What follows belongs to an exercise in optimizing a design on an open flow for small area; a production flow would make more cautious choices.
Only simulation tests tie the RTL to the original design; equivalence was not proved.
Power figures rest on the tool's default switching activity, not on a simulated workload.

==> design.v <==
package sha1_pkg;
  localparam int SHA1_WORD_W = 32;
  localparam int SHA1_BLK_W  = 512;
  localparam logic [7:0] SHA1_PAD_BYTE = 8'h80;
  localparam logic [31:0] SHA1_H0 = 32'h67452301;
  localparam logic [31:0] SHA1_H1 = 32'hEFCDAB89;
  localparam logic [31:0] SHA1_H2 = 32'h98BADCFE;
  localparam logic [31:0] SHA1_H3 = 32'h10325476;
  localparam logic [31:0] SHA1_H4 = 32'hC3D2E1F0;
  typedef enum logic {
    ACCUM = 1'b0,
    SEND  = 1'b1
  } sha1_pad_state_e;
endpackage
module sha1_pad_word
(
  input  logic [sha1_pkg::SHA1_WORD_W-1:0] in_data,
  input  logic [2:0]             nbytes,
  output logic [sha1_pkg::SHA1_WORD_W-1:0] out_word
);
  always_comb begin
    case (nbytes)
      3'd0:    out_word = {sha1_pkg::SHA1_PAD_BYTE, 24'h0};
      3'd1:    out_word = {in_data[31:24], sha1_pkg::SHA1_PAD_BYTE, 16'h0};
      3'd2:    out_word = {in_data[31:16], sha1_pkg::SHA1_PAD_BYTE, 8'h0};
      3'd3:    out_word = {in_data[31:8], sha1_pkg::SHA1_PAD_BYTE};
      default: out_word = in_data;
    endcase
  end
endmodule
module sha1_msg_pad
#(
  parameter int LEN_W = 23
) (
  input  logic                   clk,
  input  logic                   rst,
  input  logic [sha1_pkg::SHA1_WORD_W-1:0] in_data,
  input  logic                   in_vld,
  input  logic                   in_last,
  input  logic [2:0]             in_bytes,
  output logic                   in_rdy,
  output logic [sha1_pkg::SHA1_BLK_W-1:0]  blk_data,
  output logic                   blk_vld,
  input  logic                   blk_rdy,
  output logic                   blk_first,
  output logic                   blk_final
);
  localparam int BC_W = LEN_W - 3;
  logic               snd_q;             
  logic [BC_W-1:0]    bc_q, bc_nx;       
  logic               pend_q;            
  logic               first_q;
  logic               final_q;
  logic [0:15][31:0]  w_q, w_d;
  logic               acc, xfer, full, start, fits, lastb, mark, clr;
  logic [3:0]         idx;
  logic [2:0]         nb;
  logic [31:0]        padded, dat;
  logic [BC_W-1:2]    cin;
  logic [15:0]        wr;
  logic               len_sel;
  assign acc   = in_vld & ~snd_q;
  assign xfer  = blk_rdy & snd_q;
  assign idx   = bc_q[5:2];                      
  assign start = (idx == 4'd0);
  assign full  = in_bytes[2];                    
  assign nb    = full ? 3'd4 : in_bytes;
  assign lastb = acc & in_last;
  assign fits  = ~(idx[3] & idx[2] & (idx[1] | idx[0] & full));
  assign mark  = (bc_q[5:0] == 6'd0);
  sha1_pad_word u_pad_word (
    .in_data  (in_data),
    .nbytes   (nb),
    .out_word (padded)
  );
  assign dat = in_last ? padded : in_data;
  always_comb begin
    cin[2] = acc & (~in_last | full);
    for (int i = 2; i < BC_W - 1; i++) cin[i+1] = cin[i] & bc_q[i];
    bc_nx[BC_W-1:2] = bc_q[BC_W-1:2] ^ cin;
    bc_nx[1:0]      = bc_q[1:0] | ({2{lastb & ~full}} & in_bytes[1:0]);
  end
  always_comb begin
    for (int i = 0; i < 16; i++) wr[i] = acc & (idx == 4'(i));
  end
  assign clr     = xfer | (acc & start);
  assign len_sel = xfer | (lastb & fits);
  always_comb begin
    for (int i = 0; i < 16; i++)
      w_d[i] = (w_q[i] & {32{~clr}}) | (dat & {32{wr[i]}});
    for (int i = 1; i < 16; i++)
      w_d[i][31] = w_d[i][31] | (wr[i-1] & in_last & full);
    w_d[0][31] = w_d[0][31] | (xfer & mark);
    w_d[15][LEN_W-1:3] = w_d[15][LEN_W-1:3] | (bc_nx & {(LEN_W-3){len_sel}});
  end
  always_ff @(posedge clk) begin
    w_q <= w_d;
  end
  always_ff @(posedge clk or posedge rst) begin
    if (rst) bc_q <= '0;
    else     bc_q <= bc_nx & {BC_W{~(xfer & final_q)}};
  end
  always_ff @(posedge clk or posedge rst) begin
    if (rst) begin
      snd_q   <= 1'b0;
      pend_q  <= 1'b0;
      first_q <= 1'b1;
      final_q <= 1'b0;
    end else if (acc) begin
      if (in_last) begin
        snd_q   <= 1'b1;
        final_q <= fits;
        pend_q  <= ~fits;
      end else if (idx == 4'd15) begin
        snd_q   <= 1'b1;
        final_q <= 1'b0;
      end
    end else if (xfer) begin
      if (pend_q) begin
        final_q <= 1'b1;
        pend_q  <= 1'b0;
        first_q <= 1'b0;
      end else begin
        snd_q   <= 1'b0;
        first_q <= final_q;
      end
    end
  end
  assign blk_data  = w_q;
  assign in_rdy    = ~snd_q;
  assign blk_vld   = snd_q;
  assign blk_first = first_q;
  assign blk_final = final_q;
endmodule
==> flow/run.sh <==
#!/bin/bash
# Standard ORFS layout (the standard.sh), with two changes that affect only area:
#  - the port buffers are the smallest buffer cell (buf_1) instead of buffer_ports' default pick;
#  - CTS builds the clock tree from clkbuf_8 cells in clusters of at most 15 sinks within 60 um,
#    and inserts no dummy loads.
# The make output goes to standard_flow.log; each ORFS step writes its own log under orfs/logs.
set -euo pipefail
export BUFFER_PORTS_ARGS="-buffer_cell sky130_fd_sc_hd__buf_1"
export CTS_ARGS="-sink_clustering_enable -repair_clock_nets -dont_use_dummy_load -buf_list {sky130_fd_sc_hd__clkbuf_8} -sink_clustering_size 15 -sink_clustering_max_diameter 60"
bash standard.sh finish > standard_flow.log 2>&1
==> standard.sh <==
#!/bin/bash
# synth_recipe.tcl (not shown) runs the flow's synth.tcl, then flattens the netlist and writes it again
# the make line also repeats each setting of config.mk as NAME=value (left out here)
make -C /OpenROAD-flow-scripts/flow DESIGN_CONFIG=/design/flow/config.mk WORK_HOME=/design/flow/orfs CLKGATE_MAP_FILE= SYNTH_SCRIPT=/design/flow/synth_recipe.tcl "${@:-finish}"
==> config.mk <==
export PLATFORM = sky130hd
export DESIGN_NAME = sha1_msg_pad
export DESIGN_NICKNAME = sha1_msg_pad
export VERILOG_FILES = /design/flow/design.v
export SDC_FILE = /design/flow/constraint.sdc
export NUM_CORES = 4
export LEC_CHECK = 0
export CAP_MARGIN = 20
export CORE_MARGIN = 2
export CORE_UTILIZATION = 65
export SLEW_MARGIN = 20
==> constraint.sdc <==
create_clock -name core_clock -period 5.0 [get_ports {clk}]
set_input_delay 1.0000 -clock core_clock [delete_from_list [all_inputs] [get_ports {clk}]]
set_output_delay 1.0000 -clock core_clock [all_outputs]
set_load 0.01 [all_outputs]
==> impl_summary.txt, run 1 <==
----------------------------------------------------
[Clock tree]
  CTS root buf ... clkbuf_8
  Deepest level of the CTS H-tree ... 2
  Maximum clock insertion buffer count ... 3
  Number of CTS-inserted buffers ... 41
  Post-CTS Setup Inserts ... 0
  TritonCTS clock tree ... done
  Post-CTS sizing ... 0
  Number of clock sinks seen by CTS ... 536
  Later-pin clock latency in the skew report ... 0.58 ns
  Clock Pin Slew Worst Setup and Hold Paths ... 0.09 ns
  Count of hold buffers inserted by post-cts repair ... 0

[GRT]
  Antenna violations before repair ... 1
  Pin count of the biggest net entering global routing ... 185
  GR Util All Layers ... 40.2%
  First-pass GRT wire length ... 83,600 um
  Vias in the first global route ... 14,200
  Overflow after GRT ... 0

[STA]
  Fin. max-slew vios ... 0
  Number of endpoints with negative hold slack in the final report ... 0
  Final Setup Violations ... 0
  Fraction of the cycle the final worst path needs ... 90.5%
  Minimum clock period ... 4.52 ns
  Max Freq ... 221 MHz
  Unrepaired setup endpoints after global routing ... false
  Least-Margin Pin Slew ... 1.08 ns
  Slew headroom ... 27.7%
  Total negative slack ... 0 ns
  Setup Skew ... 0.0323 ns

[Pwr]
  Leakage power summed over all cells ... 7.28 nW
  Share of total power in the clock network ... 20.8%
  IR drop worst, VDD ... 408 uV
  Flop pwr share ... 53.9%
  Post-route total power ... 9.82 mW
  Sw Share ... 36.2%
  Net Switching ... 3.55 mW
  Portion of total power attributed to combinational logic ... 25.4%
  Cell-internal power ... 6.27 mW
  Areal power density over the cells ... 498 mW/mm^2

[Logic synthesis]
  Synthesized flop and latch total ... 536
  Synth warn ... 2
  Syn Area/Cell ... 9.21 um^2
  Commonest cells in the synthesized netlist ... 512 x dfxtp_1, 507 x nand2_1, 485 x o21ai_0
  FFs w/ async S/R, synth ... 4.48%
  Post-synthesis cell count ... 1,841
  Top cell type by total area after synthesis ... dfxtp_1
  Cell area after technology mapping ... 0.0170 mm^2
  Leading register cell type out of synthesis ... dfxtp_1
  Proportion of netlist area held by the largest area contributor ... 60.4%
  Top area cells in the synthesized netlist ... dfxtp_1 60%, o21ai_0 14%, nand2_1 11%
  Share of synthesized area occupied by flip-flops and latches ... 64.0%
  Number of synthesized flops with an enable pin ... 0
  Most frequent cell after synthesis ... dfxtp_1
  Count of distinct cell types in the synthesized netlist ... 38

[Cells and area]
  Post-layout net count ... 2,376
  Layout Cells excl Fill ... 2,652
  Layout overhead on the synthesized area ... 16.2%
  Ant diodes ... 0
  Share of post-route cells with drive strength above 1 ... 3.54%

[Worst setup path]
  Slowest library cell on the worst path ... a221o_1
  Top Family by Delay on Critical Path ... adder cells
  Maximum fanout along the worst path ... 2
  Most frequent CP cell ... ha_1
  Number of buffer and inverter stages on the critical path ... 1
  Critical path endpoint category ... flip-flop
  Worst setup SP type ... input pin
  Data arrival time of the critical path ... 5.00 ns
  CP max stage delay ... 0.32 ns
  Req. time, crit path ... 5.47 ns
  Type of the worst setup path ... in2reg
  Ordered cell list for the critical path ... buf_1, nand2b_1, and2_1, ha_1, ha_1, ha_1, ha_1, ha_1, ha_1, ha_1, ha_1, ha_1, ha_1, ha_1, ha_1, ha_1, ha_1, ha_1, ha_1, ha_1, a221o_1

[Floorplanning]
  Initial Util ... 65.6%
  Area inside the core boundary ... 0.0258 mm^2
  Width of the die ... 166 um
  Number of placement rows ... 59
  Die footprint ... 0.0274 mm^2
  # IOs ... 556
  Chip height ... 166 um

[Run]
  Reported max-cap violation count ... 0

[Detailed routing]
  Met2 wirelength from detailed routing ... 27,100 um
  DRT Pass-1 Iters ... 7
  Routed Wire Length ... 57,800 um
  Count of routing violations after the opening detailed-route iteration ... 1,771
  Met3 Routed Length ... 6110 um
  Antenna-violating nets left ... 0
  Routed length per placed instance ... 21.8 um
  Number of DRC violations after detailed routing ... 0
  Total via count after detailed routing ... 15,400
  Via density per instance ... 5.82
  Top routing layer in use ... met4
  Post-Route M1 WL ... 20,900 um

[Place]
  Number of placed instances, taps included ... 2,611
  Number of buffers added on ports ... 555
  DP HPWL ... 39,700 um
  Final estimated routing congestion in global placement ... 0.913

[Min path]
  Hold crit path type ... reg2reg

[Status]
  Result of the run ... complete, no violations

----------------------------------------------------
==> tightest hold or removal path, delay by kind of cell, from the launching register on <==
kind	cells	cell delay [ns]
compound gates	1	0.05
flops	1	0.33
simple gates	1	0.04
==> layout by cell type (no fill, tap or decap), types with 2 or more instances in the layout <==
cell type,synthesis,layout
inv_1,2,2
buf_1,6,555
nand2_2,0,3
nor2_1,23,23
a31oi_1,3,3
nor2b_1,22,22
a21oi_1,3,2
dfxtp_1,512,512
o21ai_0,485,477
a221o_1,17,17
buf_12,0,2
o21ai_2,1,3
and2_1,5,5
nand2_1,507,503
dfrtp_1,23,23
clkbuf_8,0,41
buf_4,0,28
o21ai_1,2,8
ha_1,17,17
nor3_1,2,2
nand3_1,32,32
nand2b_1,2,2
o221ai_1,18,18
==> path summary, 6_finish.rpt <==
| kind | start | to | slack, ns | cells after the start |
|---|---|---|---|---|
| max | in_bytes[2] | w_q[21] | 0.48 | 21 |
| min | w_q[412] | w_q[412] | 0.46 | 2 |
| max reg2reg | snd_q | w_q[21] | 0.73 | 20 |
| min reg2reg | w_q[412] | w_q[412] | 0.46 | 2 |
| max in group asynchronous | rst | bc_q[19] | 3.78 | 2 |
| min in group asynchronous | rst | pend_q | 0.61 | 2 |
==> flip-flops by register name, indices dropped and copies added, names as in the netlist <==
| name | flops |
|---|---|
| bc_q | 20 |
| final_q | 1 |
| snd_q | 1 |
| w_q | 512 |
| first_q | 1 |
| pend_q | 1 |
==> logic make-up after synthesis <==
kind of cell	Yosys count	synth area share, %
flops	536	64.0
buf+inv	152	3.64
mux	1	0.0590
simple gates	601	14.3
compound gates	533	16.7
xor+xnor	1	0.0517
fa+ha+maj	17	1.25
==> metrics by stage <==
stage | hold WS [ns] | setup WS (ns) | area (um^2) | utilization, %
2_1_floorplan | 0.473 | 0.0341 | 17000 | -
3_3_place_gp | 0.431 | 0.0511 | 19100 | 74.0
3_5_place_dp | 0.440 | -0.0635 | 19100 | 74.0
4_1_cts | 0.461 | 0.522 | 19700 | 76.2
5_1_grt | 0.478 | 0.318 | 19700 | 76.2
6_report | 0.456 | 0.475 | 19700 | 76.2
==> routing by layer <==
metal,vias to the layer above,track usage (%)
met2,888,65.6
met3,196,11.4
met1,7316,47.7
met4,0,23.3
li1,7028,-
met5,-,0
==> power groups by stage <==
stage	clock [mW]	combinational [mW]	sequential [mW]
2_1_floorplan	0	1.16	5.64
3_3_place_gp	0	2.40	5.34
3_5_place_dp	0	2.44	5.37
4_1_cts	2.03	2.45	5.28
5_1_grt	2.18	2.71	5.36
6_report	2.04	2.49	5.29
==> cell type report <==
type	instances	area, um^2
multi-input combinational	1153	5520
tap	335	419
fill	2001	6140
sequential	536	10900
timing repair buffer	585	2330
clock buffer	41	564
inverter	2	7.51
==> run 2: changes to the inputs <==
--- a/design.v
+++ b/design.v
@@ -49,3 +49,4 @@
   logic               snd_q;             
-  logic [BC_W-1:0]    bc_q, bc_nx;       
+  logic               fresh_q;           
+  logic [BC_W-1:0]    bc_q, bc_base, bc_nx;  
   logic               pend_q;            
@@ -63,3 +64,4 @@
   assign xfer  = blk_rdy & snd_q;
-  assign idx   = bc_q[5:2];                      
+  assign bc_base = bc_q & {BC_W{~fresh_q}};
+  assign idx   = bc_base[5:2];                   
   assign start = (idx == 4'd0);
@@ -78,5 +80,5 @@
     cin[2] = acc & (~in_last | full);
-    for (int i = 2; i < BC_W - 1; i++) cin[i+1] = cin[i] & bc_q[i];
-    bc_nx[BC_W-1:2] = bc_q[BC_W-1:2] ^ cin;
-    bc_nx[1:0]      = bc_q[1:0] | ({2{lastb & ~full}} & in_bytes[1:0]);
+    for (int i = 2; i < BC_W - 1; i++) cin[i+1] = cin[i] & bc_base[i];
+    bc_nx[BC_W-1:2] = bc_base[BC_W-1:2] ^ cin;
+    bc_nx[1:0]      = bc_base[1:0] | ({2{lastb & ~full}} & in_bytes[1:0]);
   end
@@ -96,7 +98,4 @@
   always_ff @(posedge clk) begin
-    w_q <= w_d;
-  end
-  always_ff @(posedge clk or posedge rst) begin
-    if (rst) bc_q <= '0;
-    else     bc_q <= bc_nx & {BC_W{~(xfer & final_q)}};
+    w_q  <= w_d;
+    bc_q <= bc_nx;
   end
@@ -105,2 +104,3 @@
       snd_q   <= 1'b0;
+      fresh_q <= 1'b1;
       pend_q  <= 1'b0;
@@ -109,2 +109,3 @@
     end else if (acc) begin
+      fresh_q <= 1'b0;
       if (in_last) begin
@@ -125,2 +126,3 @@
         first_q <= final_q;
+        fresh_q <= final_q;
       end
--- a/config.mk
+++ b/config.mk
@@ -7,5 +7,5 @@
 export LEC_CHECK = 0
-export CAP_MARGIN = 20
+export CAP_MARGIN = 0
 export CORE_MARGIN = 2
 export CORE_UTILIZATION = 65
-export SLEW_MARGIN = 20
+export SLEW_MARGIN = 0
==> run 2 against run 1 <==
Against the previous run:
- still clean
- fmax is 1.3% lower
- synthesized cell count grew 0.33%
- register-to-register slack got worse by 0.25 ns
- largest cell class unchanged
- largest power group unchanged
==> impl_summary.txt, run 2 <==
----------------------------------------------------
[Status]
  Result of the run ... complete, no violations (unchanged)

[Logic synthesis]
  Top area cells in the synthesized netlist ... dfxtp_1 63%, o21ai_0 14%, nand2_1 12% (was dfxtp_1 60%, o21ai_0 14%, nand2_1 11%)
  Simple-Gate Fraction of Synth Area ... 14.0% (was 14.3%)
  Syn Area/Cell ... 9.17 um^2 (was 9.21 um^2)
  Post-synthesis cell count ... 1,847 (was 1,841)
  Proportion of netlist area held by the largest area contributor ... 62.9% (was 60.4%)
  Cell area after technology mapping ... 0.0169 mm^2 (was 0.0170 mm^2)
  Compound-Gate Fraction of Synth Area ... 17.1% (was 16.7%)
  Share of synthesized area occupied by flip-flops and latches ... 63.6% (was 64.0%)
  Portion of netlist area occupied by mux cells ... 0.0591% (was 0.0590%)
  Xor/xnor share of the synthesized area ... 0.0517% (was 0.0516%)
  Number of synthesized flops with an enable pin ... 0 (unchanged)
  Synth warn ... 2 (unchanged)
  Most frequent cell after synthesis ... dfxtp_1 (unchanged)
  Synthesized flop and latch total ... 537 (was 536)
  Top cell type by total area after synthesis ... dfxtp_1 (unchanged)
  Commonest cells in the synthesized netlist ... 532 x dfxtp_1, 522 x nand2_1, 490 x o21ai_0 (was 512 x dfxtp_1, 507 x nand2_1, 485 x o21ai_0)
  Leading register cell type out of synthesis ... dfxtp_1 (unchanged)
  Combinational family with the most area after synthesis ... compound AO/OA/AOI/OAI gates (unchanged)
  Synth Area in Adders ... 1.26% (was 1.25%)
  FFs w/ async S/R, synth ... 0.931% (was 4.48%)
  Count of distinct cell types in the synthesized netlist ... 41 (was 38)

[GRT]
  First-pass GRT wire length ... 82,400 um (was 83,600 um)
  Antenna violations before repair ... 0 (was 1)
  GR Util All Layers ... 39.4% (was 40.2%)
  Overflow after GRT ... 0 (unchanged)
  Vias in the first global route ... 13,800 (was 14,200)
  Pin count of the biggest net entering global routing ... 227 (was 185)

[Pwr]
  Portion of total power attributed to combinational logic ... 23.6% (was 25.4%)
  Areal power density over the cells ... 491 mW/mm^2 (was 498 mW/mm^2)
  Flop pwr share ... 55.4% (was 53.9%)
  Sw Share ... 34.8% (was 36.2%)
  Share of total power in the clock network ... 21.1% (was 20.8%)
  Leakage power summed over all cells ... 7.26 nW (was 7.28 nW)
  IR drop worst, VDD ... 398 uV (was 408 uV)
  Net Switching ... 3.36 mW (was 3.55 mW)
  Cell-internal power ... 6.29 mW (was 6.27 mW)
  Post-route total power ... 9.64 mW (was 9.82 mW)

[Clock tree]
  Post-CTS Setup Inserts ... 0 (unchanged)
  Later-pin clock latency in the skew report ... 0.57 ns (was 0.58 ns)
  Count of hold buffers inserted by post-cts repair ... 0 (unchanged)
  Number of clock sinks seen by CTS ... 537 (was 536)
  Clock Pin Slew Worst Setup and Hold Paths ... 0.10 ns (was 0.09 ns)
  Maximum clock insertion buffer count ... 3 (unchanged)
  TritonCTS clock tree ... done (unchanged)
  Number of CTS-inserted buffers ... 41 (unchanged)
  Post-CTS sizing ... 0 (unchanged)
  CTS root buf ... clkbuf_8 (unchanged)
  Deepest level of the CTS H-tree ... 2 (unchanged)

[Worst setup path]
  Most frequent CP cell ... ha_1 (unchanged)
  Worst setup SP type ... input pin (unchanged)
  CP max stage delay ... 0.29 ns (was 0.32 ns)
  Critical path endpoint category ... flip-flop (unchanged)
  Maximum fanout along the worst path ... 2 (unchanged)
  Data arrival time of the critical path ... 5.04 ns (was 5.00 ns)
  Ordered cell list for the critical path ... buf_1, nor2b_1, and2_1, ha_1, ha_1, ha_1, ha_1, ha_1, ha_1, ha_1, ha_1, ha_1, ha_1, ha_1, ha_1, ha_1, ha_1, ha_1, ha_1, ha_1, xnor2_1, a221o_1 (was buf_1, nand2b_1, and2_1, ha_1, ha_1, ha_1, ha_1, ha_1, ha_1, ha_1, ha_1, ha_1, ha_1, ha_1, ha_1, ha_1, ha_1, ha_1, ha_1, ha_1, a221o_1)
  Slowest library cell on the worst path ... a221o_1 (unchanged)
  Req. time, crit path ... 5.45 ns (was 5.47 ns)
  Type of the worst setup path ... in2reg (unchanged)

[Detailed routing]
  Routed length per placed instance ... 21.3 um (was 21.8 um)
  Met2 wirelength from detailed routing ... 26,500 um (was 27,100 um)
  Via density per instance ... 5.75 (was 5.82)
  Antenna-violating nets left ... 0 (unchanged)
  DRT Pass-1 Iters ... 5 (was 7)
  Total via count after detailed routing ... 15,300 (was 15,400)
  Post-Route M1 WL ... 20,800 um (was 20,900 um)
  Number of DRC violations after detailed routing ... 0 (unchanged)
  Top routing layer in use ... met4 (unchanged)
  Met3 Routed Length ... 5750 um (was 6110 um)
  Count of routing violations after the opening detailed-route iteration ... 1,508 (was 1,771)
  Routed Wire Length ... 56,600 um (was 57,800 um)

[STA]
  Unrepaired setup endpoints after global routing ... false (unchanged)
  Slew headroom ... 18.0% (was 27.7%)
  Number of endpoints with negative hold slack in the final report ... 0 (unchanged)
  Fin. max-slew vios ... 0 (unchanged)
  Max Freq ... 218 MHz (was 221 MHz)
  Worst-case hold slack ... 0.301 ns (was 0.456 ns)
  Minimum clock period ... 4.58 ns (was 4.52 ns)
  Least-Margin Pin Slew ... 1.23 ns (was 1.08 ns)
  Fraction of the cycle the final worst path needs ... 91.7% (was 90.5%)
  Worst Slack Setup Final ... 0.416 ns (was 0.475 ns)
  Setup Skew ... 0.0179 ns (was 0.0323 ns)
  Final Setup Violations ... 0 (unchanged)
  Total negative slack ... 0 ns (unchanged)

[Place]
  Post-placement cell area ... 0.0191 mm^2 (about the same)
  Number of buffers added on ports ... 555 (unchanged)
  DP HPWL ... 38,300 um (was 39,700 um)
  Number of placed instances, taps included ... 2,620 (was 2,611)
  Post-placement worst setup slack ... -0.152 ns (was -0.0635 ns)
  Final estimated routing congestion in global placement ... 0.942 (was 0.913)

[Min path]
  Hold crit path type ... in2async (was reg2reg)

[Cells and area]
  Flip-flop count of the largest register, all copies and words added ... 512 (unchanged)
  Summed area of non-filler cells in the final layout ... 0.0197 mm^2 (about the same)
  Fill cell instance count of the final layout ... 2,011 (was 2,001)
  Most frequent cells in the layout ... 555 x buf_1, 532 x dfxtp_1, 522 x nand2_1, 480 x o21ai_0, 41 x clkbuf_8 (was 555 x buf_1, 512 x dfxtp_1, 503 x nand2_1, 477 x o21ai_0, 41 x clkbuf_8)
  Layout overhead on the synthesized area ... 16.0% (was 16.2%)
  Ant diodes ... 0 (unchanged)
  Share of post-route cells with drive strength above 1 ... 3.74% (was 3.54%)
  Largest registers ... w_q x512, bc_q x20 (unchanged)
  Layout Cells excl Fill ... 2,661 (was 2,652)
  Most common cell after layout, fill and taps aside ... buf_1 (unchanged)
  Biggest register ... w_q (unchanged)
  Post-layout net count ... 2,385 (was 2,376)
  Fraction of the core area covered by cells at the end of the flow ... 76.1% (was 76.2%)

[Floorplanning]
  Chip height ... 165 um (was 166 um)
  Number of placement rows ... 59 (unchanged)
  Initial Util ... 65.6% (about the same)
  Area inside the core boundary ... 0.0258 mm^2 (unchanged)
  Width of the die ... 165 um (was 166 um)
  Die footprint ... 0.0274 mm^2 (about the same)
  # IOs ... 556 (unchanged)

[Run]
  Reported max-cap violation count ... 0 (unchanged)

----------------------------------------------------
-- run 2: changes by cell type after synthesis, moves of 5 or more --
cell | before | now
buf_2 | 11 | 58
nand3_1 | 32 | 2
clkbuf_2 | 8 | 1
dfrtp_1 | 23 | 3
o21ai_0 | 485 | 490
clkbuf_1 | 122 | 86
inv_1 | 2 | 7
nand2_1 | 507 | 522
nand2_2 | 0 | 7
buf_1 | 6 | 0
dfxtp_1 | 512 | 532
-- run 2: routing by layer --
| layer | vias up | track usage, % |
|---|---|---|
| li1 | 7038 | - |
| met1 | 7247 | 47.3 |
| met2 | 824 | 63.5 |
| met3 | 181 | 11.4 |
| met4 | 0 | 22.3 |
| met5 | - | 0 |
-- run 2: cell families after synthesis --
kind of cell | Yosys count
simple gates | 596
compound gates | 541
flops | 537
buf+inv | 154
fa+ha+maj | 17
xor+xnor | 1
mux | 1
-- run 2: worst paths after layout --
| path | from | end | slack (ns) | cells past startpoint |
|---|---|---|---|---|
| worst max-delay path | in_vld | w_q[22] | 0.42 | 22 |
| worst min-delay path | rst | snd_q | 0.30 | 2 |
| worst max register to register | fresh_q | w_q[22] | 0.48 | 20 |
| worst min register to register | w_q[440] | w_q[440] | 0.46 | 2 |
| max in group asynchronous | rst | fresh_q | 4.44 | 2 |
| min in group core_clock | w_q[440] | w_q[440] | 0.46 | 2 |
-- run 2: power groups by stage --
| stage | Clock, mW | Combinational [mW] | Sequential, mW |
|---|---|---|---|
| after detailed placement | 0 | 2.24 | 5.42 |
| after global routing | 2.18 | 2.48 | 5.42 |
| after CTS | 2.02 | 2.24 | 5.33 |
| final | 2.03 | 2.27 | 5.34 |
| after floorplan | 0 | 1.01 | 5.70 |
| after global placement | 0 | 2.20 | 5.39 |
-- run 2: cell type report --
class	instances	area, um^2	area share [%]
Tap cell	335	419	2.13
Multi-Input combinational cell	1156	5540	28.2
Timing Repair Buffer	585	2330	11.9
Sequential cell	537	10800	54.8
Inverter	7	26.3	0.134
Clock buffer	41	564	2.87
-- run 2: critical path, delay by kind of cell --
family          cells  cell delay [ns]
compound gates      1             0.29
xor+xnor            1             0.14
fa+ha+maj          17             3.16
simple gates        2             0.32
buf+inv             1             0.10
==> run 3: changes to the inputs <==
--- a/config.mk
+++ b/config.mk
@@ -9,3 +9,3 @@
 export CORE_MARGIN = 2
-export CORE_UTILIZATION = 65
+export CORE_UTILIZATION = 80
 export SLEW_MARGIN = 0
==> run 3 against run 2 <==
Against the previous run:
- the run now fails in I/O pin placement
- area after synthesis did not move
- synthesized cell count did not move
==> impl_summary.txt, run 3 <==
----------------------------------------------------
[Logic synthesis]
  Leading register cell type out of synthesis ... dfxtp_1 (unchanged)
  Count of distinct cell types in the synthesized netlist ... 41 (unchanged)
  Commonest cells in the synthesized netlist ... 532 x dfxtp_1, 522 x nand2_1, 490 x o21ai_0 (unchanged)
  Cell area after technology mapping ... 0.0169 mm^2 (unchanged)
  Proportion of netlist area held by the largest area contributor ... 62.9% (unchanged)
  Top area cells in the synthesized netlist ... dfxtp_1 63%, o21ai_0 14%, nand2_1 12% (unchanged)
  Syn Area/Cell ... 9.17 um^2 (unchanged)
  Number of synthesized flops with an enable pin ... 0 (unchanged)
  Post-synthesis cell count ... 1,847 (unchanged)
  Top cell type by total area after synthesis ... dfxtp_1 (unchanged)
  Synthesized flop and latch total ... 537 (unchanged)
  Share of synthesized area occupied by flip-flops and latches ... 63.6% (unchanged)
  Most frequent cell after synthesis ... dfxtp_1 (unchanged)
  FFs w/ async S/R, synth ... 0.931% (unchanged)
  Synth warn ... 2 (unchanged)

[Floorplanning]
  Initial Util ... 81.1% (was 65.6%)
  Width of the die ... 150 um (was 165 um)
  Number of placement rows ... 53 (was 59)
  Chip height ... 150 um (was 165 um)

[Status]
  Tool Error ... [ERROR PPL-0024] Number of IO pins (556) exceeds maximum number of available positions (534). Increase the die perimeter from 598.06um to 756.16um.
  Result of the run ... did not finish (was complete, no violations)
  Stage reached ... I/O pin placement

----------------------------------------------------
## run 3: cell counts after synthesis
Identical to the previous run, type by type.
## run 3: kinds of logic after synthesis
kind of cell / synth area share, %
buf+inv: 3.89
mux: 0.0591
fa+ha+maj: 1.26
flops: 63.6
xor+xnor: 0.0517
compound gates: 17.1
simple gates: 14.0
==> run 4: changes to the inputs <==
--- a/flow/run.sh
+++ b/flow/run.sh
@@ -4,5 +4,8 @@
 #  - CTS builds the clock tree from clkbuf_8 cells in clusters of at most 15 sinks within 60 um,
-#    and inserts no dummy loads.
+#    and inserts no dummy loads;
+#  - the buffers that synthesis put in are removed at floorplan; the placer's resizer
+#    buffers the nets that need it.
 # The make output goes to standard_flow.log; each ORFS step writes its own log under orfs/logs.
 set -euo pipefail
+export REMOVE_ABC_BUFFERS=1
 export BUFFER_PORTS_ARGS="-buffer_cell sky130_fd_sc_hd__buf_1"
--- a/config.mk
+++ b/config.mk
@@ -9,3 +9,4 @@
 export CORE_MARGIN = 2
-export CORE_UTILIZATION = 80
+export CORE_UTILIZATION = 65
+export GPL_TIMING_DRIVEN = 0
 export SLEW_MARGIN = 0
==> run 4 against run 3 <==
Against the previous run:
- the run now finishes clean
- synthesized cell count unchanged
- area after synthesis unchanged
==> impl_summary.txt, run 4 <==
----------------------------------------------------
[Floorplanning]
  Area inside the core boundary ... 0.0258 mm^2
  Number of placement rows ... 59 (was 53)
  # IOs ... 556
  Initial Util ... 65.6% (was 81.1%)
  Die footprint ... 0.0274 mm^2
  Width of the die ... 165 um (was 150 um)
  Chip height ... 165 um (was 150 um)

[Cells and area]
  Total area of multi-input combinational cells ... 0.00559 mm^2
  Fill cell instance count of the final layout ... 1,928
  Register area ... 0.0108 mm^2
  Most frequent cells in the layout ... 555 x buf_1, 532 x dfxtp_1, 513 x nand2_1, 480 x o21ai_0, 41 x clkbuf_8
  Biggest register ... w_q
  Layout overhead on the synthesized area ... 18.0%
  Flip-flop count of the largest register, all copies and words added ... 512
  Summed area of non-filler cells in the final layout ... 0.0200 mm^2
  Largest registers ... w_q x512, bc_q x20
  Share of post-route cells with drive strength above 1 ... 4.38%
  Most common cell after layout, fill and taps aside ... buf_1
  Layout Cells excl Fill ... 2,665
  Post-layout net count ... 2,388

[GRT]
  Antenna violations before repair ... 1
  GR Util All Layers ... 39.8%
  Overflow after GRT ... 0
  Vias in the first global route ... 13,800
  Pin count of the biggest net entering global routing ... 48
  First-pass GRT wire length ... 82,700 um

[Worst setup path]
  Maximum fanout along the worst path ... 29
  Data arrival time of the critical path ... 5.24 ns
  Reg2Reg Capture Point ... w_q[22]
  Type of the worst setup path ... reg2reg
  Worst setup SP type ... flip-flop
  Cell depth of the worst flop-to-flop path ... 20
  Req. time, crit path ... 5.48 ns
  R2R Setup Slk ... 0.24 ns
  Critical path endpoint category ... flip-flop
  Reg-to-reg critical path startpoint ... fresh_q

[Run]
  Reported max-cap violation count ... 0

[Place]
  Number of buffers added on ports ... 555
  Final estimated routing congestion in global placement ... 0.868
  DP HPWL ... 38,900 um
  Number of placed instances, taps included ... 2,619
  Post-placement cell area ... 0.0194 mm^2

[STA]
  Fraction of the cycle the final worst path needs ... 95.2%
  Slew headroom ... 14.1%
  Final Setup Violations ... 0
  Unrepaired setup endpoints after global routing ... false
  Total negative slack ... 0 ns
  Setup Skew ... 0.0330 ns
  Max Freq ... 210 MHz
  Minimum clock period ... 4.76 ns
  Number of endpoints with negative hold slack in the final report ... 0
  Least-Margin Pin Slew ... 1.25 ns
  Fin. max-slew vios ... 0

[Clock tree]
  Number of CTS-inserted buffers ... 41
  Clock Pin Slew Worst Setup and Hold Paths ... 0.10 ns
  Count of hold buffers inserted by post-cts repair ... 0
  Number of clock sinks seen by CTS ... 537
  CTS root buf ... clkbuf_8
  Deepest level of the CTS H-tree ... 2
  TritonCTS clock tree ... done
  Later-pin clock latency in the skew report ... 0.59 ns
  Maximum clock insertion buffer count ... 3

[Min path]
  Hold crit path type ... in2async

[Pwr]
  Leakage power summed over all cells ... 7.40 nW
  IR drop worst, VDD ... 344 uV
  Areal power density over the cells ... 493 mW/mm^2
  Post-route total power ... 9.85 mW

[Detailed routing]
  Post-Route M1 WL ... 21,500 um
  Met3 Routed Length ... 5720 um
  Antenna-violating nets left ... 0
  Routed length per placed instance ... 21.5 um
  Via density per instance ... 5.73
  Count of routing violations after the opening detailed-route iteration ... 1,585
  DRT Pass-1 Iters ... 5
  Routed Wire Length ... 57,200 um
  Top routing layer in use ... met4
  Total via count after detailed routing ... 15,300
  Number of DRC violations after detailed routing ... 0
  Met2 wirelength from detailed routing ... 26,800 um

[Logic synthesis]
  Synthesized flop and latch total ... 537 (unchanged)
  Share of synthesized area occupied by flip-flops and latches ... 63.6% (unchanged)
  Top cell type by total area after synthesis ... dfxtp_1 (unchanged)
  Leading register cell type out of synthesis ... dfxtp_1 (unchanged)
  FFs w/ async S/R, synth ... 0.931% (unchanged)
  Number of synthesized flops with an enable pin ... 0 (unchanged)
  Proportion of netlist area held by the largest area contributor ... 62.9% (unchanged)
  Syn Area/Cell ... 9.17 um^2 (unchanged)
  Top area cells in the synthesized netlist ... dfxtp_1 63%, o21ai_0 14%, nand2_1 12% (unchanged)
  Commonest cells in the synthesized netlist ... 532 x dfxtp_1, 522 x nand2_1, 490 x o21ai_0 (unchanged)
  Most frequent cell after synthesis ... dfxtp_1 (unchanged)
  Count of distinct cell types in the synthesized netlist ... 41 (unchanged)
  Post-synthesis cell count ... 1,847 (unchanged)
  Cell area after technology mapping ... 0.0169 mm^2 (unchanged)
  Synth warn ... 2 (unchanged)

[Status]
  Result of the run ... complete, no violations (was did not finish)

----------------------------------------------------
-- run 4: cell counts after synthesis --
Identical to the previous run, type by type.
-- run 4: critical path, cell delays in order, from the launching register on --
cell and delay [ns]:
dfstp_2 0.92, nor2b_1 0.11, ha_1 0.21, ha_1 0.20
ha_1 0.20, ha_1 0.20, ha_1 0.19, ha_1 0.18
ha_1 0.18, ha_1 0.17, ha_1 0.17, ha_1 0.18
ha_1 0.20, ha_1 0.19, ha_1 0.19, ha_1 0.18
ha_1 0.18, ha_1 0.18, ha_1 0.20, xnor2_1 0.15
a221o_1 0.30
-- run 4: cells by family (layout without fill, tap and decap cells) --
family | count (synthesis) | count (layout) | synth area share, %
other | 0 | 1 | 0
buffers and inverters | 154 | 636 | 3.89
multiplexers | 1 | 1 | 0.0591
AO/OA/AOI/OAI | 541 | 541 | 17.1
XOR/XNOR | 1 | 1 | 0.0517
AND/OR/NAND/NOR | 596 | 596 | 14.0
adder cells (fa/ha/maj) | 17 | 17 | 1.26
flip-flops | 537 | 537 | 63.6
-- run 4: repair_timing --
item                                    in CTS  in global routing
setup buffers                                0                  3
resized for setup                            2                  0
endpoints found under the setup margin       6                  2
-- run 4: where the power goes --
group          total, mW  leakage, nW  internal (mW)  switching [mW]
logic               2.47         2.73          0.712            1.75
clock network       2.04        0.295          0.739            1.30
registers           5.35         4.37           4.96           0.386
total               9.85         7.40           6.42            3.44
-- run 4: area by class of cell --
class                      count  area share [%]
antenna                        1          0.0125
clock buffer                  41            2.82
inverter                       7           0.131
multi-input combinational   1156            28.0
sequential                   537            53.9
tap                          335            2.10
timing repair buffer         588            13.0
-- run 4: worst max-delay path by stage --
stage,start,end,slack (ns),cells after the start
floorplan,blk_rdy,w_q[22],-15.31,3
global placement,blk_rdy,w_q[22],-23.93,4
CTS,in_last,w_q[22],0.12,22
detailed placement,in_bytes[2],w_q[22],-1.01,22
finish,fresh_q,w_q[22],0.24,20
global route,fresh_q,w_q[22],0.008,20
-- run 4: routing by layer --
| metal | GRT usage [%] | up-vias |
|---|---|---|
| li1 | - | 7062 |
| met1 | 48.4 | 7219 |
| met2 | 64.9 | 822 |
| met3 | 11.1 | 174 |
| met4 | 20.2 | 0 |
| met5 | 0 | - |
-- run 4: metrics by stage --
stage | hold slack (ns) | worst slack (ns) | utilization [%]
after floorplan | 0.471 | -15.31 | -
after global placement | 0.432 | -23.93 | 72.8
after detailed placement | 0.440 | -1.01 | 74.9
after CTS | 0.270 | 0.124 | 77.1
after global routing | 0.284 | 0.00795 | 77.3
final | 0.284 | 0.239 | 77.3
==> run 5: changes to the inputs <==
==> flow/run.sh (replaced) <==
#!/bin/bash
# Standard ORFS layout (the standard.sh), with changes that affect only area:
#  - the port buffers are the smallest buffer cell (buf_1) instead of buffer_ports' default pick;
#  - CTS builds the clock tree from clkbuf_8 cells in clusters of at most 15 sinks within 60 um,
#    and inserts no dummy loads.
# The make output goes to standard_flow.log; each ORFS step writes its own log under orfs/logs.
set -euo pipefail
export BUFFER_PORTS_ARGS="-buffer_cell sky130_fd_sc_hd__buf_1"
export CTS_ARGS="-sink_clustering_enable -repair_clock_nets -dont_use_dummy_load -buf_list {sky130_fd_sc_hd__clkbuf_8} -sink_clustering_size 15 -sink_clustering_max_diameter 60"
bash standard.sh finish > standard_flow.log 2>&1
--- a/config.mk
+++ b/config.mk
@@ -10,3 +10,3 @@
 export CORE_UTILIZATION = 65
-export GPL_TIMING_DRIVEN = 0
+export PLACE_DENSITY = 0.85
 export SLEW_MARGIN = 0
==> run 5 against run 4 <==
Against the previous run:
- sequential cell count stayed put
- critical path depth is 1 higher
- sequential share of layout area is 0.79 points higher
- clock power hardly changed
- die area stayed put
- wire length is 2.5% lower
==> impl_summary.txt, run 5 <==
----------------------------------------------------
[Floorplanning]
  Width of the die ... 165 um (unchanged)
  Initial Util ... 65.6% (unchanged)
  Area inside the core boundary ... 0.0258 mm^2 (unchanged)
  Chip height ... 165 um (unchanged)
  Die footprint ... 0.0274 mm^2 (unchanged)
  Number of placement rows ... 59 (unchanged)
  # IOs ... 556 (unchanged)

[Logic synthesis]
  Leading register cell type out of synthesis ... dfxtp_1 (unchanged)
  Synthesized flop and latch total ... 537 (unchanged)
  Syn Area/Cell ... 9.17 um^2 (unchanged)
  FFs w/ async S/R, synth ... 0.931% (unchanged)
  Commonest cells in the synthesized netlist ... 532 x dfxtp_1, 522 x nand2_1, 490 x o21ai_0 (unchanged)
  Cell area after technology mapping ... 0.0169 mm^2 (unchanged)
  Synth warn ... 2 (unchanged)
  Number of synthesized flops with an enable pin ... 0 (unchanged)
  Proportion of netlist area held by the largest area contributor ... 62.9% (unchanged)
  Combinational family with the most area after synthesis ... compound AO/OA/AOI/OAI gates (unchanged)
  Compound-Gate Fraction of Synth Area ... 17.1% (unchanged)
  Simple-Gate Fraction of Synth Area ... 14.0% (unchanged)
  Xor/xnor share of the synthesized area ... 0.0517% (unchanged)
  Most frequent cell after synthesis ... dfxtp_1 (unchanged)
  Portion of netlist area occupied by mux cells ... 0.0591% (unchanged)
  Synth Area in Adders ... 1.26% (unchanged)
  Top area cells in the synthesized netlist ... dfxtp_1 63%, o21ai_0 14%, nand2_1 12% (unchanged)
  Count of distinct cell types in the synthesized netlist ... 41 (unchanged)
  Share of synthesized area occupied by flip-flops and latches ... 63.6% (unchanged)
  Top cell type by total area after synthesis ... dfxtp_1 (unchanged)
  Post-synthesis cell count ... 1,847 (unchanged)

[Worst setup path]
  Cell depth of the worst flop-to-flop path ... 20 (unchanged)
  R2R Setup Slk ... 0.45 ns (was 0.24 ns)
  Most frequent CP cell ... ha_1 (unchanged)
  Ordered cell list for the critical path ... buf_1, nand2b_4, and2_1, ha_1, ha_1, ha_1, ha_1, ha_1, ha_1, ha_1, ha_1, ha_1, ha_1, ha_1, ha_1, ha_1, ha_1, ha_1, ha_1, ha_1, a221o_1 (was nor2b_1, ha_1, ha_1, ha_1, ha_1, ha_1, ha_1, ha_1, ha_1, ha_1, ha_1, ha_1, ha_1, ha_1, ha_1, ha_1, ha_1, ha_1, xnor2_1, a221o_1)
  Reg2Reg Capture Point ... w_q[21] (was w_q[22])
  Type of the worst setup path ... in2reg (was reg2reg)
  Capturing instance or port of the critical path ... w_q[21] (was w_q[22])
  Req. time, crit path ... 5.44 ns (was 5.48 ns)
  Reg-to-reg critical path startpoint ... snd_q (was fresh_q)
  Maximum fanout along the worst path ... 2 (was 29)
  Critical path endpoint category ... flip-flop (unchanged)
  Worst setup SP type ... input pin (was flip-flop)
  Critical Path Source ... in_bytes[2] (was fresh_q)
  CP max stage delay ... 0.33 ns (was 0.92 ns)
  Slowest library cell on the worst path ... a221o_1 (was dfstp_2)
  Data arrival time of the critical path ... 5.04 ns (was 5.24 ns)

[Place]
  Number of buffers added on ports ... 555 (unchanged)
  DP HPWL ... 37,000 um (was 38,900 um)
  Final estimated routing congestion in global placement ... 0.894 (was 0.868)
  Number of placed instances, taps included ... 2,622 (was 2,619)

[Pwr]
  Leakage power summed over all cells ... 7.28 nW (was 7.40 nW)
  Portion of total power attributed to combinational logic ... 23.4% (was 25.0%)
  Flop pwr share ... 55.3% (was 54.3%)
  Areal power density over the cells ... 491 mW/mm^2 (was 493 mW/mm^2)
  Cell-internal power ... 6.31 mW (was 6.42 mW)
  Share of total power in the clock network ... 21.2% (was 20.7%)
  Sw Share ... 34.7% (was 34.9%)
  Post-route total power ... 9.66 mW (was 9.85 mW)
  IR drop worst, VDD ... 419 uV (was 344 uV)
  Net Switching ... 3.35 mW (was 3.44 mW)

[Clock tree]
  Number of CTS-inserted buffers ... 42 (was 41)
  Post-CTS sizing ... 0 (was 2)
  Maximum clock insertion buffer count ... 3 (unchanged)
  Number of clock sinks seen by CTS ... 537 (unchanged)
  CTS root buf ... clkbuf_8 (unchanged)
  Post-CTS Setup Inserts ... 0 (unchanged)
  TritonCTS clock tree ... done (unchanged)
  Clock Pin Slew Worst Setup and Hold Paths ... 0.09 ns (was 0.10 ns)
  Count of hold buffers inserted by post-cts repair ... 0 (unchanged)
  Deepest level of the CTS H-tree ... 2 (unchanged)
  Later-pin clock latency in the skew report ... 0.58 ns (was 0.59 ns)

[Detailed routing]
  Via density per instance ... 5.83 (was 5.73)
  Met3 Routed Length ... 5800 um (was 5720 um)
  Total via count after detailed routing ... 15,500 (was 15,300)
  Number of DRC violations after detailed routing ... 0 (unchanged)
  Routed Wire Length ... 55,700 um (was 57,200 um)
  Count of routing violations after the opening detailed-route iteration ... 1,620 (was 1,585)
  Top routing layer in use ... met4 (unchanged)
  Met2 wirelength from detailed routing ... 25,700 um (was 26,800 um)
  DRT Pass-1 Iters ... 6 (was 5)
  Antenna-violating nets left ... 0 (unchanged)
  Routed length per placed instance ... 20.9 um (was 21.5 um)
  Post-Route M1 WL ... 20,400 um (was 21,500 um)

[Cells and area]
  Share of post-route cells with drive strength above 1 ... 3.86% (was 4.38%)
  Most common cell after layout, fill and taps aside ... buf_1 (unchanged)
  Biggest register ... w_q (unchanged)
  Flip-flop count of the largest register, all copies and words added ... 512 (unchanged)
  Fill cell instance count of the final layout ... 1,829 (was 1,928)
  Most frequent cells in the layout ... 555 x buf_1, 532 x dfxtp_1, 522 x nand2_1, 480 x o21ai_0, 42 x clkbuf_8 (was 555 x buf_1, 532 x dfxtp_1, 513 x nand2_1, 480 x o21ai_0, 41 x clkbuf_8)
  Post-layout net count ... 2,388 (unchanged)
  Layout overhead on the synthesized area ... 16.3% (was 18.0%)
  Ant diodes ... 0 (was 1)
  Layout Cells excl Fill ... 2,664 (was 2,665)
  Largest registers ... w_q x512, bc_q x20 (unchanged)

[STA]
  Number of endpoints with negative hold slack in the final report ... 0 (unchanged)
  Max Freq ... 217 MHz (was 210 MHz)
  Slew headroom ... 15.1% (was 14.1%)
  Minimum clock period ... 4.60 ns (was 4.76 ns)
  Fraction of the cycle the final worst path needs ... 92.0% (was 95.2%)
  Unrepaired setup endpoints after global routing ... false (unchanged)
  Setup Skew ... 0.0386 ns (was 0.0330 ns)
  Worst-case hold slack ... 0.302 ns (was 0.284 ns)
  Fin. max-slew vios ... 0 (unchanged)
  Final Setup Violations ... 0 (unchanged)
  Least-Margin Pin Slew ... 1.27 ns (was 1.25 ns)

[Run]
  Reported max-cap violation count ... 0 (unchanged)

[GRT]
  Antenna violations before repair ... 0 (was 1)
  GR Util All Layers ... 38.6% (was 39.8%)
  Overflow after GRT ... 0 (unchanged)
  Pin count of the biggest net entering global routing ... 228 (was 48)
  First-pass GRT wire length ... 81,100 um (was 82,700 um)
  Vias in the first global route ... 14,400 (was 13,800)

[Status]
  Result of the run ... complete, no violations (unchanged)

[Min path]
  Hold crit path type ... in2async (unchanged)

----------------------------------------------------
-- run 5: cell counts after synthesis --
No cell type changed its count.
-- run 5: worst min-delay path by stage --
stage | endpoint | cells after the start
5_1_grt | snd_q | 2
2_1_floorplan | bc_q[19] | 2
6_report | snd_q | 2
3_3_place_gp | w_q[476] | 2
4_1_cts | snd_q | 2
3_5_place_dp | w_q[397] | 2
-- run 5: layout make-up --
cell class	count	area, um^2	area share, %
Timing Repair Buffer	587	2350	11.9
Clock buffer	42	578	2.94
Sequential cell	537	10800	54.7
Tap cell	335	419	2.13
Inverter	7	26.3	0.133
Multi-Input combinational cell	1156	5540	28.2
-- run 5: cell families (layout without fill, tap and decap cells) --
logic type	count (synthesis)	in the layout
AO/OA/AOI/OAI	541	541
XOR/XNOR	1	1
flip-flops	537	537
buffers and inverters	154	636
adder cells (fa/ha/maj)	17	17
multiplexers	1	1
AND/OR/NAND/NOR	596	596
-- run 5: metrics by stage --
| step | util (%) | setup slack, ns | setup TNS (ns) | cell area (um^2) |
|---|---|---|---|---|
| after floorplan | - | 0.0428 | 0 | 17000 |
| after global placement | 74.0 | -0.0614 | -0.108 | 19100 |
| after detailed placement | 74.0 | -0.161 | -0.314 | 19100 |
| after CTS | 76.2 | 0.413 | 0 | 19700 |
| after global routing | 76.2 | 0.271 | 0 | 19700 |
| final | 76.2 | 0.402 | 0 | 19700 |
-- run 5: per-layer routing --
layer / vias to the layer above / global-route usage, %
li1: 7056 / -
met1: 7298 / 45.5
met2: 945 / 63.2
met3: 231 / 10.8
met4: 0 / 23.0
met5: - / 0
-- run 5: worst max-delay path: cells and delay by family --
family                   cells  cell delay [ns]
adder cells (fa/ha/maj)     17             3.33
AO/OA/AOI/OAI                1             0.33
AND/OR/NAND/NOR              2             0.30
buffers and inverters        1             0.08
-- run 5: power groups by stage --
| stage | logic (mW) | clock network, mW | registers [mW] |
|---|---|---|---|
| final | 2.27 | 2.05 | 5.35 |
| after global routing | 2.46 | 2.21 | 5.42 |
| after CTS | 2.23 | 2.05 | 5.33 |
| after detailed placement | 2.22 | 0 | 5.42 |
| after global placement | 2.17 | 0 | 5.39 |
| after floorplan | 1.01 | 0 | 5.70 |
==> run 6: changes to the inputs <==
--- a/config.mk
+++ b/config.mk
@@ -10,3 +10,2 @@
 export CORE_UTILIZATION = 65
-export PLACE_DENSITY = 0.85
 export SLEW_MARGIN = 0
==> run 6 against run 5 <==
Against the previous run:
- count of clock-buffer cells in the layout fell by 1
- worst hold slack got worse by 0.00084 ns
- cell count fell by 0.11%
- sequential power barely moved
- first-iteration DRC count fell by 6.9%
- clock skew fell by 0.021 ns
- total power fell by 0.21%
- sequential share of layout area rose by 0.10 points
- worst setup slack improved by 0.014 ns
- critical path type unchanged
- non-clock buffer count fell by 2
- combinational power barely moved
- global-route usage rose by 0.72 points
==> impl_summary.txt, run 6 <==
----------------------------------------------------
[GRT]
  Antenna violations before repair ... 0 (unchanged)
  Pin count of the biggest net entering global routing ... 227 (was 228)
  Vias in the first global route ... 13,800 (was 14,400)
  Overflow after GRT ... 0 (unchanged)
  GR Util All Layers ... 39.4% (was 38.6%)
  First-pass GRT wire length ... 82,400 um (was 81,100 um)

[Logic synthesis]
  Post-synthesis cell count ... 1,847 (unchanged)
  Top area cells in the synthesized netlist ... dfxtp_1 63%, o21ai_0 14%, nand2_1 12% (unchanged)
  Proportion of netlist area held by the largest area contributor ... 62.9% (unchanged)
  Top cell type by total area after synthesis ... dfxtp_1 (unchanged)
  Syn Area/Cell ... 9.17 um^2 (unchanged)
  Synth warn ... 2 (unchanged)
  Cell area after technology mapping ... 0.0169 mm^2 (unchanged)
  Count of distinct cell types in the synthesized netlist ... 41 (unchanged)
  Number of synthesized flops with an enable pin ... 0 (unchanged)
  Share of synthesized area occupied by flip-flops and latches ... 63.6% (unchanged)
  FFs w/ async S/R, synth ... 0.931% (unchanged)
  Most frequent cell after synthesis ... dfxtp_1 (unchanged)
  Synthesized flop and latch total ... 537 (unchanged)
  Commonest cells in the synthesized netlist ... 532 x dfxtp_1, 522 x nand2_1, 490 x o21ai_0 (unchanged)
  Leading register cell type out of synthesis ... dfxtp_1 (unchanged)

[Detailed routing]
  DRT Pass-1 Iters ... 5 (was 6)
  Antenna-violating nets left ... 0 (unchanged)
  Routed length per placed instance ... 21.3 um (was 20.9 um)
  Count of routing violations after the opening detailed-route iteration ... 1,508 (was 1,620)
  Total via count after detailed routing ... 15,300 (was 15,500)
  Routed Wire Length ... 56,600 um (was 55,700 um)
  Number of DRC violations after detailed routing ... 0 (unchanged)
  Via density per instance ... 5.75 (was 5.83)

[STA]
  Minimum clock period ... 4.58 ns (was 4.60 ns)
  Fin. max-slew vios ... 0 (unchanged)
  Final Setup Violations ... 0 (unchanged)
  Max Freq ... 218 MHz (was 217 MHz)
  Unrepaired setup endpoints after global routing ... false (unchanged)
  Fraction of the cycle the final worst path needs ... 91.7% (was 92.0%)
  Least-Margin Pin Slew ... 1.23 ns (was 1.27 ns)
  Worst-case hold slack ... 0.301 ns (was 0.302 ns)
  Total negative slack ... 0 ns (unchanged)
  Number of endpoints with negative hold slack in the final report ... 0 (unchanged)
  Setup Skew ... 0.0179 ns (was 0.0386 ns)
  Slew headroom ... 18.0% (was 15.1%)
  Worst Slack Setup Final ... 0.416 ns (was 0.402 ns)

[Clock tree]
  Count of hold buffers inserted by post-cts repair ... 0 (unchanged)
  Number of clock sinks seen by CTS ... 537 (unchanged)
  TritonCTS clock tree ... done (unchanged)
  Deepest level of the CTS H-tree ... 2 (unchanged)
  CTS root buf ... clkbuf_8 (unchanged)
  Number of CTS-inserted buffers ... 41 (was 42)
  Later-pin clock latency in the skew report ... 0.57 ns (was 0.58 ns)
  Post-CTS Setup Inserts ... 0 (unchanged)
  Maximum clock insertion buffer count ... 3 (unchanged)
  Clock Pin Slew Worst Setup and Hold Paths ... 0.10 ns (was 0.09 ns)
  Post-CTS sizing ... 0 (unchanged)

[Pwr]
  Net Switching ... 3.36 mW (was 3.35 mW)
  Cell-internal power ... 6.29 mW (was 6.31 mW)
  Sw Share ... 34.8% (was 34.7%)
  Portion of total power attributed to combinational logic ... 23.6% (was 23.4%)
  Post-route total power ... 9.64 mW (was 9.66 mW)
  Share of total power in the clock network ... 21.1% (was 21.2%)
  IR drop worst, VDD ... 398 uV (was 419 uV)
  Flop pwr share ... 55.4% (was 55.3%)
  Areal power density over the cells ... 491 mW/mm^2 (about the same)
  Leakage power summed over all cells ... 7.26 nW (was 7.28 nW)

[Cells and area]
  Most common cell after layout, fill and taps aside ... buf_1 (unchanged)
  Biggest register ... w_q (unchanged)
  Post-layout net count ... 2,385 (was 2,388)
  Layout Cells excl Fill ... 2,661 (was 2,664)
  Flip-flop count of the largest register, all copies and words added ... 512 (unchanged)
  Most frequent cells in the layout ... 555 x buf_1, 532 x dfxtp_1, 522 x nand2_1, 480 x o21ai_0, 41 x clkbuf_8 (was 555 x buf_1, 532 x dfxtp_1, 522 x nand2_1, 480 x o21ai_0, 42 x clkbuf_8)
  Ant diodes ... 0 (unchanged)
  Layout overhead on the synthesized area ... 16.0% (was 16.3%)
  Largest registers ... w_q x512, bc_q x20 (unchanged)
  Summed area of non-filler cells in the final layout ... 0.0197 mm^2 (about the same)
  Share of post-route cells with drive strength above 1 ... 3.74% (was 3.86%)
  Fraction of the core area covered by cells at the end of the flow ... 76.1% (was 76.2%)

[Worst setup path]
  Req. time, crit path ... 5.45 ns (was 5.44 ns)
  R2R Setup Slk ... 0.48 ns (was 0.45 ns)
  Maximum fanout along the worst path ... 2 (unchanged)
  Critical path endpoint category ... flip-flop (unchanged)
  Reg2Reg Capture Point ... w_q[22] (was w_q[21])
  Reg-to-reg critical path startpoint ... fresh_q (was snd_q)
  Data arrival time of the critical path ... 5.04 ns (about the same)
  Worst setup SP type ... input pin (unchanged)
  Type of the worst setup path ... in2reg (unchanged)
  Cell depth of the worst flop-to-flop path ... 20 (unchanged)

[Min path]
  Hold crit path type ... in2async (unchanged)

[Floorplanning]
  Number of placement rows ... 59 (unchanged)
  Die footprint ... 0.0274 mm^2 (unchanged)
  # IOs ... 556 (unchanged)
  Area inside the core boundary ... 0.0258 mm^2 (unchanged)
  Chip height ... 165 um (unchanged)
  Initial Util ... 65.6% (unchanged)
  Width of the die ... 165 um (unchanged)

[Place]
  Number of buffers added on ports ... 555 (unchanged)
  Post-placement cell area ... 0.0191 mm^2 (about the same)
  Number of placed instances, taps included ... 2,620 (was 2,622)
  Final estimated routing congestion in global placement ... 0.942 (was 0.894)
  Post-placement worst setup slack ... -0.152 ns (was -0.161 ns)
  DP HPWL ... 38,300 um (was 37,000 um)

[Status]
  Result of the run ... complete, no violations (unchanged)

[Run]
  Reported max-cap violation count ... 0 (unchanged)

----------------------------------------------------
-- run 6: changes by cell type in the layout (fill, tap and decap cells not counted) --
cell / delta
buf_4: -2
clkbuf_8: -1
o21ai_2: +1
o21ai_4: -1
-- run 6: how the worst max path moves through the flow --
| stage | depth (start not counted) | to | slack, ns | startpoint |
|---|---|---|---|---|
| finish | 22 | w_q[22] | 0.42 | in_vld |
| detailed placement | 22 | w_q[22] | -0.15 | in_vld |
| global route | 22 | w_q[22] | 0.24 | in_vld |
| CTS | 22 | w_q[22] | 0.44 | in_vld |
| global placement | 22 | w_q[22] | -0.03 | in_bytes[2] |
| floorplan | 22 | w_q[22] | 0.04 | in_bytes[2] |
-- run 6: final cells by class --
| cell class | instances | area [um^2] |
|---|---|---|
| Timing Repair Buffer | 585 | 2330 |
| Multi-Input combinational cell | 1156 | 5540 |
| Fill cell | 2011 | 6180 |
| Sequential cell | 537 | 10800 |
| Tap cell | 335 | 419 |
| Inverter | 7 | 26.3 |
| Clock buffer | 41 | 564 |
-- run 6: logic make-up after synthesis --
group	synth area share (%)
compound gates	17.1
xor+xnor	0.0517
fa+ha+maj	1.26
buf+inv	3.89
flops	63.6
mux	0.0591
simple gates	14.0
-- run 6: worst max-delay path: stages --
cell	delay, ns
buf_1	0.10
nor2b_1	0.15
and2_1	0.17
ha_1	0.20
ha_1	0.19
ha_1	0.19
ha_1	0.19
ha_1	0.18
ha_1	0.18
ha_1	0.18
ha_1	0.18
ha_1	0.18
ha_1	0.18
ha_1	0.18
ha_1	0.20
ha_1	0.18
ha_1	0.18
ha_1	0.18
ha_1	0.18
ha_1	0.21
xnor2_1	0.14
a221o_1	0.29
-- run 6: layer usage --
metal | wire length (um) | track usage, %
met5 | 0 | 0
met4 | 3460 | 22.3
met3 | 5750 | 11.4
met2 | 26500 | 63.5
met1 | 20800 | 47.3
-- run 6: power groups by stage --
stage               Combinational, mW  Clock, mW  Sequential (mW)
CTS                              2.24       2.02             5.33
detailed placement               2.24          0             5.42
finish                           2.27       2.03             5.34
global route                     2.48       2.18             5.42
global placement                 2.20          0             5.39
floorplan                        1.01          0             5.70
==> run 7: changes to the inputs <==
--- a/design.v
+++ b/design.v
@@ -60,2 +60,3 @@
   logic [BC_W-1:2]    cin;
+  logic [63:0]        len64;             
   logic [15:0]        wr;
@@ -84,2 +85,3 @@
   end
+  assign len64 = 64'({bc_nx, 3'b000});
   always_comb begin
@@ -95,3 +97,4 @@
     w_d[0][31] = w_d[0][31] | (xfer & mark);
-    w_d[15][LEN_W-1:3] = w_d[15][LEN_W-1:3] | (bc_nx & {(LEN_W-3){len_sel}});
+    w_d[14] = w_d[14] | (len64[63:32] & {32{len_sel}});
+    w_d[15] = w_d[15] | (len64[31:0] & {32{len_sel}});
   end
==> run 7 against run 6 <==
Against the previous run:
- worst setup slack lost 0.024 ns
- still clean on timing, DRC and antenna
- core utilization up 0.49 points
- sequential cell count is the same
- worst hold slack improved by 0.025 ns
- largest cell class unchanged
- wire length grew 3.6%
- critical endpoint unchanged
==> impl_summary.txt, run 7 <==
----------------------------------------------------
[Cells and area]
  Layout overhead on the synthesized area ... 16.7% (was 16.0%)
  Layout Cells excl Fill ... 2,666 (was 2,661)
  Register area ... 0.0108 mm^2 (unchanged)
  Flip-flop count of the largest register, all copies and words added ... 512 (unchanged)
  Biggest register ... w_q (unchanged)
  Ant diodes ... 0 (unchanged)
  Share of post-route cells with drive strength above 1 ... 4.12% (was 3.74%)
  Post-layout net count ... 2,390 (was 2,385)
  Most frequent cells in the layout ... 555 x buf_1, 532 x dfxtp_1, 517 x nand2_1, 435 x o21ai_0, 59 x o21ai_1 (was 555 x buf_1, 532 x dfxtp_1, 522 x nand2_1, 480 x o21ai_0, 41 x clkbuf_8)

[Floorplanning]
  Chip height ... 166 um (was 165 um)
  Die footprint ... 0.0274 mm^2 (about the same)
  # IOs ... 556 (unchanged)
  Number of placement rows ... 59 (unchanged)
  Initial Util ... 65.6% (about the same)

[Clock tree]
  CTS root buf ... clkbuf_8 (unchanged)
  TritonCTS clock tree ... done (unchanged)
  Post-CTS Setup Inserts ... 0 (unchanged)
  Number of clock sinks seen by CTS ... 537 (unchanged)
  Post-CTS sizing ... 0 (unchanged)
  Number of CTS-inserted buffers ... 42 (was 41)
  Maximum clock insertion buffer count ... 3 (unchanged)
  Count of hold buffers inserted by post-cts repair ... 0 (unchanged)
  Deepest level of the CTS H-tree ... 2 (unchanged)

[Logic synthesis]
  Simple-Gate Fraction of Synth Area ... 13.8% (was 14.0%)
  Number of synthesized flops with an enable pin ... 0 (unchanged)
  Leading register cell type out of synthesis ... dfxtp_1 (unchanged)
  Most frequent cell after synthesis ... dfxtp_1 (unchanged)
  Cell area after technology mapping ... 0.0170 mm^2 (was 0.0169 mm^2)
  Post-synthesis cell count ... 1,842 (was 1,847)
  Syn Area/Cell ... 9.21 um^2 (was 9.17 um^2)
  Compound-Gate Fraction of Synth Area ... 17.3% (was 17.1%)
  Share of synthesized area occupied by flip-flops and latches ... 63.6% (about the same)
  Synth warn ... 2 (unchanged)
  FFs w/ async S/R, synth ... 0.931% (unchanged)
  Xor/xnor share of the synthesized area ... 0.0517% (about the same)
  Proportion of netlist area held by the largest area contributor ... 62.8% (was 62.9%)
  Synth Area in Adders ... 1.25% (was 1.26%)
  Top cell type by total area after synthesis ... dfxtp_1 (unchanged)

[Worst setup path]
  CP max stage delay ... 0.31 ns (was 0.29 ns)
  Type of the worst setup path ... in2reg (unchanged)
  Worst setup SP type ... input pin (unchanged)
  Slowest library cell on the worst path ... a221o_1 (unchanged)
  Maximum fanout along the worst path ... 2 (unchanged)

[Run]
  Reported max-cap violation count ... 0 (unchanged)

[STA]
  Least-Margin Pin Slew ... 1.26 ns (was 1.23 ns)
  Fraction of the cycle the final worst path needs ... 92.2% (was 91.7%)
  Unrepaired setup endpoints after global routing ... false (unchanged)
  Worst-case hold slack ... 0.327 ns (was 0.301 ns)
  Number of endpoints with negative hold slack in the final report ... 0 (unchanged)
  Minimum clock period ... 4.61 ns (was 4.58 ns)
  Max Freq ... 217 MHz (was 218 MHz)
  Fin. max-slew vios ... 0 (unchanged)
  Total negative slack ... 0 ns (unchanged)

[Detailed routing]
  Count of routing violations after the opening detailed-route iteration ... 1,704 (was 1,508)
  Via density per instance ... 5.79 (was 5.75)
  Routed length per placed instance ... 22.0 um (was 21.3 um)
  Antenna-violating nets left ... 0 (unchanged)
  Total via count after detailed routing ... 15,400 (was 15,300)
  Number of DRC violations after detailed routing ... 0 (unchanged)

[Place]
  DP HPWL ... 40,100 um (was 38,300 um)
  Number of buffers added on ports ... 555 (unchanged)
  Final estimated routing congestion in global placement ... 0.931 (was 0.942)

[Pwr]
  Leakage power summed over all cells ... 7.29 nW (was 7.26 nW)
  Areal power density over the cells ... 511 mW/mm^2 (was 491 mW/mm^2)

[GRT]
  First-pass GRT wire length ... 84,900 um (was 82,400 um)
  Vias in the first global route ... 14,300 (was 13,800)
  Overflow after GRT ... 0 (unchanged)
  GR Util All Layers ... 40.8% (was 39.4%)
  Pin count of the biggest net entering global routing ... 121 (was 227)

[Status]
  Result of the run ... complete, no violations (unchanged)

----------------------------------------------------
[run 7: changes by cell type in the layout (fill, tap and decap cells not counted), moves of 3 or more]
| cell | delta |
|---|---|
| o21ai_0 | -45 |
| nand2_1 | -5 |
| buf_4 | +10 |
| a221o_1 | +3 |
| a21o_1 | +4 |
| and2_1 | +3 |
| nand2_2 | -7 |
| o21ai_1 | +50 |
| inv_1 | -3 |
| o221ai_1 | -6 |
[run 7: layout make-up]
class | instances | share of cell area (%)
clock buffer | 42 | 2.92
inverter | 4 | 0.0759
multi-input combinational | 1151 | 28.0
sequential | 537 | 54.5
tap | 335 | 2.12
timing repair buffer | 597 | 12.4
[run 7: logic make-up (layout without fill, tap and decap cells)]
group / Yosys count / count (layout)
XOR/XNOR: 1 / 1
buffers and inverters: 154 / 643
adder cells (fa/ha/maj): 17 / 17
flip-flops: 537 / 537
AND/OR/NAND/NOR: 586 / 586
multiplexers: 1 / 1
AO/OA/AOI/OAI: 546 / 546
[run 7: power breakdown]
group | internal [mW] | switching, mW | total [mW] | leakage (nW)
combinational | 0.704 | 1.97 | 2.67 | 2.62
sequential | 4.98 | 0.403 | 5.38 | 4.37
clock | 0.756 | 1.30 | 2.05 | 0.302
[run 7: worst max-delay path: cells and delay by family]
family | cells | cell delay, ns
AOI/OAI and AO/OA | 1 | 0.31
xor gates and xnor gates | 1 | 0.14
adders and majority gates | 17 | 3.20
buffers and inverters | 1 | 0.09
and+or+nand+nor | 2 | 0.32
[run 7: worst paths after layout]
check                       startpoint       end  slack, ns  cells after the start
min                                rst    pend_q       0.33                      2
min reg2reg                   w_q[490]  w_q[490]       0.45                      2
max                        in_bytes[2]   w_q[22]       0.39                     22
min in group core_clock       w_q[490]  w_q[490]       0.45                      2
max reg2reg                      snd_q   w_q[22]       0.48                     21
max in group asynchronous          rst   fresh_q       4.42                      2
[run 7: stage by stage]
stage	instance area, um^2	setup WS [ns]	power [mW]	utilization, %
floorplan	17000	0.0287	7.03	-
global placement	19200	-0.0990	8.01	74.3
CTS	19800	0.403	10.0	76.6
detailed placement	19200	-0.190	8.08	74.3
global route	19800	0.232	10.6	76.6
finish	19800	0.392	10.1	76.6
[run 7: metal layers]
metal  global-route usage (%)  routed length, um
met1                     47.8              21400
met2                     66.1              27200
met3                     11.9               5830
met4                     25.2               4150
met5                        0                  0

## afterwards: timing with drivers on the ports
No port has a modelled driver above. Below, the same layouts with a new extraction and two added sets of constraints.
Step 1, drivers: a clkbuf_16 drives clk and a buf_2 each remaining input, both assumed.
Step 2 times the ports against the registers' clock, not the clock port: input delays grow and output delays shrink by t, the midpoint of the rising clock arrivals with the driver on.
Three values: ideal ports, drivers, drivers and shift; two values: the first two.
run	t, ns	setup slack, ns	latest minus earliest clock arrival (ns)	worst slew at a driven data input, ns	cell pins on the clock port's net
run 1	0.617	0.475 / 0.505 / -0.112	0.041 / 0.042	0.06	1
run 2	0.613	0.416 / 0.427 / -0.185	0.025 / 0.025	0.07	1
run 4	0.613	0.239 / 0.239 / -0.331	0.043 / 0.043	0.12	1
run 5	0.605	0.402 / 0.425 / -0.180	0.046 / 0.046	0.05	1
run 6	0.613	0.416 / 0.427 / -0.185	0.025 / 0.025	0.07	1
run 7	0.608	0.392 / 0.414 / -0.194	0.063 / 0.062	0.05	1
Met with ideal ports but missed after step 2: setup timing in every run listed.
